Background: an optimization exercise with open tools, aiming at small area, a short achievable clock period and few clock cycles per item. Do not read the settings as production practice. In this exercise RTL edits were held to simulation tests only and were not proved equivalent to the original.

## flow/design.v (module list and top-level ports; edited modules follow where they fit)
// module image_row_buffer: 37 lines
// module window_sequencer: 202 lines
// module window_digits: 34 lines
// module pe_array: 4447 lines
// module conv_row_stationary_top: 68 lines
module conv_row_stationary_top (
  input  logic                     clk,
  input  logic                     rst_n,
  input  logic                     i_pix_we,
  input  conv_ctrl_pkg::row_idx_t  i_pix_row,
  input  conv_ctrl_pkg::col_idx_t  i_pix_col,
  input  conv_geom_pkg::pixel_t    i_pix_data,
  input  logic                     i_start,
  input  conv_geom_pkg::filter_t   i_filter,
  output logic                     o_busy,
  output logic                     o_valid,
  output conv_ctrl_pkg::grp_idx_t  o_grp,
  output conv_ctrl_pkg::col_idx_t  o_col,
  output conv_geom_pkg::osum_t     o_sum0,
  output conv_geom_pkg::osum_t     o_sum1,
  output conv_geom_pkg::osum_t     o_sum2,
  output logic                     o_done
);
  // ...
==> flow/flow/run.sh <==
#!/bin/bash
set -e
here=$(pwd)
{
  echo "include $here/config.mk"
  echo "export DONT_USE_CELLS += sky130_fd_sc_hd__a222oi_1 sky130_fd_sc_hd__a22oi_1"
  echo "export SETUP_SLACK_MARGIN = 6.1"
} > flow_config.mk
bash standard.sh DESIGN_CONFIG=$here/flow_config.mk finish > standard.log 2>&1
==> flow/standard.sh <==
#!/bin/bash
# synth_recipe.tcl (not shown) runs the flow's synth.tcl, then flattens the netlist and writes it again
# the make line also repeats each setting of config.mk as NAME=value (left out here)
make -C /OpenROAD-flow-scripts/flow DESIGN_CONFIG=/design/flow/config.mk WORK_HOME=/design/flow/orfs CLKGATE_MAP_FILE= SYNTH_SCRIPT=/design/flow/synth_recipe.tcl "${@:-finish}"
==> flow/config.mk <==
export PLATFORM = sky130hd
export DESIGN_NAME = conv_row_stationary_top
export DESIGN_NICKNAME = conv_row_stationary_top
export VERILOG_FILES = /design/flow/design.v
export SDC_FILE = /design/flow/constraint.sdc
export NUM_CORES = 4
export LEC_CHECK = 0
export CAP_MARGIN = 20
export CORE_MARGIN = 2
export CORE_UTILIZATION = 45
export CTS_BUF_LIST = sky130_fd_sc_hd__clkbuf_8
export SLEW_MARGIN = 20
export TNS_END_PERCENT = 20
==> flow/constraint.sdc <==
create_clock -name core_clock -period 10.0 [get_ports {clk}]
set_input_delay 2.0000 -clock core_clock [delete_from_list [all_inputs] [get_ports {clk}]]
set_output_delay 2.0000 -clock core_clock [all_outputs]
set_load 0.01 [all_outputs]
==> impl_metrics.json, run 1 <==
{
  "multi_input_area_share_pct": 53.46,
  "portBuffers": 156,
  "first_pass_iters": 9,
  "finClkSkew_ns": 0.1142,
  "tritoncts": "done",
  "synth_compound_area_share_pct": 16.13,
  "seq_cells": 1242,
  "post-place-ws_ns": 4.666,
  "antenna_found_initial": 19,
  "route.detailed.drc": 0,
  "syn_inst": 8125,
  "multiInputGateArea_sq_um": 48070,
  "grt_pass1_vias": 65110,
  "status": "no timing/DRC/antenna violations",
  "yosysTopAreaCellShare_pct": 26.61,
  "path_cells": "clkdlybuf4s50_1 -> ha_1 -> inv_1 -> fa_2 -> nand2b_1 -> nor2_1 -> nand2_1 -> mux2i_1",
  "final_util_pct": 50.50,
  "vias": 66050,
  "sh_seq_area_pct": 29.53,
  "grt_pass1_wl_um": 488900,
  "critPathArrivalTime_ns": 5.00,
  "htreeDepth": 4,
  "final_common_cell": "a21oi_1",
  "cp-start-kind": "input pin",
  "crit_required_ns": 10.82,
  "rr_startpoint": "u_win.o_sel[63]",
  "slowest_delay_ns": 0.71,
  "area_share_nonclk_buffers_pct": 4.641,
  "synth-adder-area-share_pct": 27.37,
  "grt_max_degree": 124,
  "die_h_um": 427.0,
  "final.clkbuf_count": 256,
  "crit_buf_inv": 2,
  "initial_core_util_pct": 45.22,
  "dieArea_sq_um": 182300,
  "post-route-period-util_pct": 41.79,
  "drtAntennaViolNets": 0,
  "cp-startpoint": "i_pix_col[0]",
  "post_cts_resized": 82,
  "met2_usage_pct": 53.08,
  "nMultiInputCombCells": 5264
}
Testbench counts, summed over its fixed seeds: cycles 7,152, runs 256.
==> run 2, diff against run 1 <==
==> flow/flow/run.sh (replaced) <==
#!/bin/bash
set -e
here=$(pwd)
{
  echo "include $here/config.mk"
  echo "export DONT_USE_CELLS += sky130_fd_sc_hd__a222oi_1 sky130_fd_sc_hd__a22oi_1"
  echo "export SETUP_SLACK_MARGIN = 6.5"
} > flow_config.mk
bash standard.sh DESIGN_CONFIG=$here/flow_config.mk finish > standard.log 2>&1
--- a/flow/config.mk
+++ b/flow/config.mk
@@ -8,6 +8,4 @@
 export CAP_MARGIN = 20
 export CORE_MARGIN = 2
-export CORE_UTILIZATION = 45
-export CTS_BUF_LIST = sky130_fd_sc_hd__clkbuf_8
+export CORE_UTILIZATION = 40
 export SLEW_MARGIN = 20
-export TNS_END_PERCENT = 20
==> run 2 against run 1 <==
Still clean. Die area increased by 12%. First-iteration DRC count increased by 11%. Via count increased by 4.0%. Synthesized cell count unchanged. Largest cell class unchanged. Highest routed layer unchanged.
==> impl_metrics.json, run 2 <==
{
  "final_area_sq_um": 96740,
  "tritoncts": "done",
  "final_common_cell": "dfxtp_1",
  "gp_congestion": 1.035,
  "layout_common_cells": "dfxtp_1, inv_1, a21oi_1, fa_1, a22o_1",
  "routed_wl_um": 374000,
  "largest_register_ffs": 512,
  "crit_required_ns": 10.71,
  "dieArea_sq_um": 204900,
  "fp.dieW_um": 452.6,
  "drt_iter0_drc": 10390,
  "largest-register": "u_buf.img",
  "wl_per_cell_um": 33.65,
  "yosysTopAreaCellShare_pct": 26.61,
  "syn_area_sq_um": 80510,
  "crit_path_max_fanout": 8,
  "route.detailed.drc": 0,
  "worstMarginPinSlew_ns": 0.9831,
  "synth_async_sr_flop_share_pct": 1.530,
  "fmax_mhz": 255.3,
  "hold_violations": 0,
  "cp-start-kind": "flip-flop",
  "dp_hpwl_um": 243400,
  "core-area_sq_um": 199900,
  "yosysWarnings": 5,
  "slew_headroom_pct": 33.77,
  "syn_nets": 9387,
  "final_layout_size_suffix_gt1_share_pct": 18.93,
  "status": "no timing/DRC/antenna violations",
  "post-route-period-util_pct": 39.17,
  "postPlaceCellArea_sq_um": 85370,
  "grt_pass1_wl_um": 512100,
  "cts_sinks": 1242,
  "rsz0062_at_grt": "true",
  "avgSynthCellArea_sq_um": 9.909,
  "path_class": "reg2reg",
  "initial_core_util_pct": 40.28,
  "via_per_inst": 6.178,
  "gr-total-overflow": 0,
  "finalSetupTns_ns": 0,
  "grt_pass1_vias": 67300,
  "crit_path_end_kind": "flip-flop",
  "syn_inst": 8125,
  "boundaryPins": 157,
  "antenna_found_initial": 33,
  "synthFlopType": "dfxtp_1",
  "hp-class": "reg2reg",
  "yosys.area.top_type": "dfxtp_1",
  "clk_latency_ns": 0.87,
  "cap_violations": 0,
  "rows": 164,
  "htreeDepth": 4,
  "yosysMostFrequentCell": "a21oi_1",
  "ys_top_cells_by_area": "dfxtp_1, fa_1, a22o_1",
  "finClkSkew_ns": 0.07341,
  "num-nets-final": 9565,
  "path_clk_slew_ns": 0.06,
  "synth_edf_count": 153,
  "hold_ws_ns": 0.3272,
  "numCtsBuffers": 141,
  "post-place-ws_ns": 4.709,
  "drtAntennaViolNets": 0,
  "netlist_top_cells_count": "a21oi_1, dfxtp_1, fa_1",
  "ys_seq_area_share_pct": 32.90,
  "track_usage_pct": 35.63,
  "setup_slack_ns": 6.083,
  "die_h_um": 452.6,
  "first_pass_iters": 13,
  "ys_types": 75,
  "grt_max_degree": 99,
  "portBuffers": 156,
  "vias": 68670,
  "critPathArrivalTime_ns": 4.63,
  "synth_seq_cells": 1242,
  "finalSetupViolCount": 0,
  "finalCriticalPeriod_ns": 3.917,
  "area_growth_syn_to_layout_pct": 20.16,
  "clock-root-buffer": "clkbuf_16",
  "cts_buffer_depth": 3,
  "slew_viol_final": 0,
  "reg_top3": "u_buf.img: 512 flops, u_win.o_sel: 180 flops"
}
[run 2: cell counts after synthesis]
No cell type changed its count.
[run 2: per-layer routing]
metal,wire [um],global-route usage [%],vias up
met5,677,1.493,-
met4,34730,25.49,29
met3,55970,17.80,1806
met2,147900,48.95,5937
met1,134700,42.73,33610
li1,-,-,27280
[run 2: area by class of cell]
class                           count  area (sq um)
Clock buffer                      198          4163
Inverter                          958          3603
Sequential cell                  1242         26580
Clock inverter                     62         676.9
Tap cell                         2656          3323
Fill cell                       18230        103100
Antenna cell                       38         95.09
Multi-Input combinational cell   5264         50700
Timing Repair Buffer              696          7596
[run 2: logic make-up (layout without fill, tap and decap cells)]
| logic type | Yosys count | after routing | share of synthesized area (%) |
|---|---|---|---|
| AO/OA/AOI/OAI | 2031 | 2031 | 16.13 |
| buffers and inverters | 1619 | 1914 | 7.589 |
| AND/OR/NAND/NOR | 1550 | 1550 | 8.868 |
| flip-flops | 1242 | 1242 | 32.90 |
| adder cells (fa/ha/maj) | 1172 | 1172 | 27.37 |
| multiplexers | 413 | 413 | 6.056 |
| XOR/XNOR | 98 | 98 | 1.085 |
| other | 0 | 38 | 0 |
[run 2: stage by stage]
step	utilization [%]	instances
after floorplan	-	8125
after detailed placement	42.71	10520
after CTS	47.57	11010
after global routing	48.37	11080
after global placement	42.71	10520
final	48.40	11110
[run 2: timing repair]
item / 4_1_cts / 5_1_grt
gates resized for setup: 677 / 300
cloned: 18 / 2
endpoints found under the setup margin: 818 / 420
setup buffers: 211 / 66
pin swaps: 246 / 214
hold buffers: 0 / 0
[run 2: worst paths after layout]
check	slack [ns]	cells past startpoint	startpoint	to
worst max register to register	6.08	10	u_seq.o_f[55]	u_array.q2_5[47]
worst max-delay path	6.08	10	u_seq.o_f[55]	u_array.q2_5[47]
max in group asynchronous	7.62	1	rst_n	u_seq.pick[0]
worst min register to register	0.33	0	u_seq.t1_c[1]	u_seq.o_col[1]
min in group asynchronous	1.70	1	rst_n	u_seq.t0_v
worst min-delay path	0.33	0	u_seq.t1_c[1]	u_seq.o_col[1]
[run 2: critical path, cell delays in order, from the launching register on]
cell and delay [ns]:
edfxtp_1 0.43, buf_12 0.20, buf_12 0.14, a22o_1 0.23
a21oi_2 0.17, fa_2 0.48, fa_2 0.45, fa_2 0.60
fa_2 0.47, fa_2 0.57, inv_1 0.03

## separate check: timing with driven ports
The results above use ideal ports. As a check the final layouts listed here were re-extracted and re-timed, cells and wires unchanged.
Step 1 sets driving cells, clkbuf_16 on the clock port and buf_2 on the other inputs (assumed; they add their load-dependent delay and slew).
Step 2 also shifts input and output timing later by t, the mid clock arrival at the registers, as if the neighbouring blocks saw the same clock.
a / b / c = no drivers / after step 1 / after step 2; a / b = the first two.
| run | t, ns | slack for setup (ns) | worst register clock-pin slew, ns |
|---|---|---|---|
| run 1 | 1.106 | 5.821 / 5.881 / 4.775 | 0.08 / 0.08 |
| run 2 | 0.922 | 6.083 / 6.083 / 5.553 | 0.06 / 0.06 |
After both steps every run listed still meets setup and hold. For run 1, which loses most, drivers alone change the setup slack by +0.060 ns; drivers and shift together by -1.046 ns.
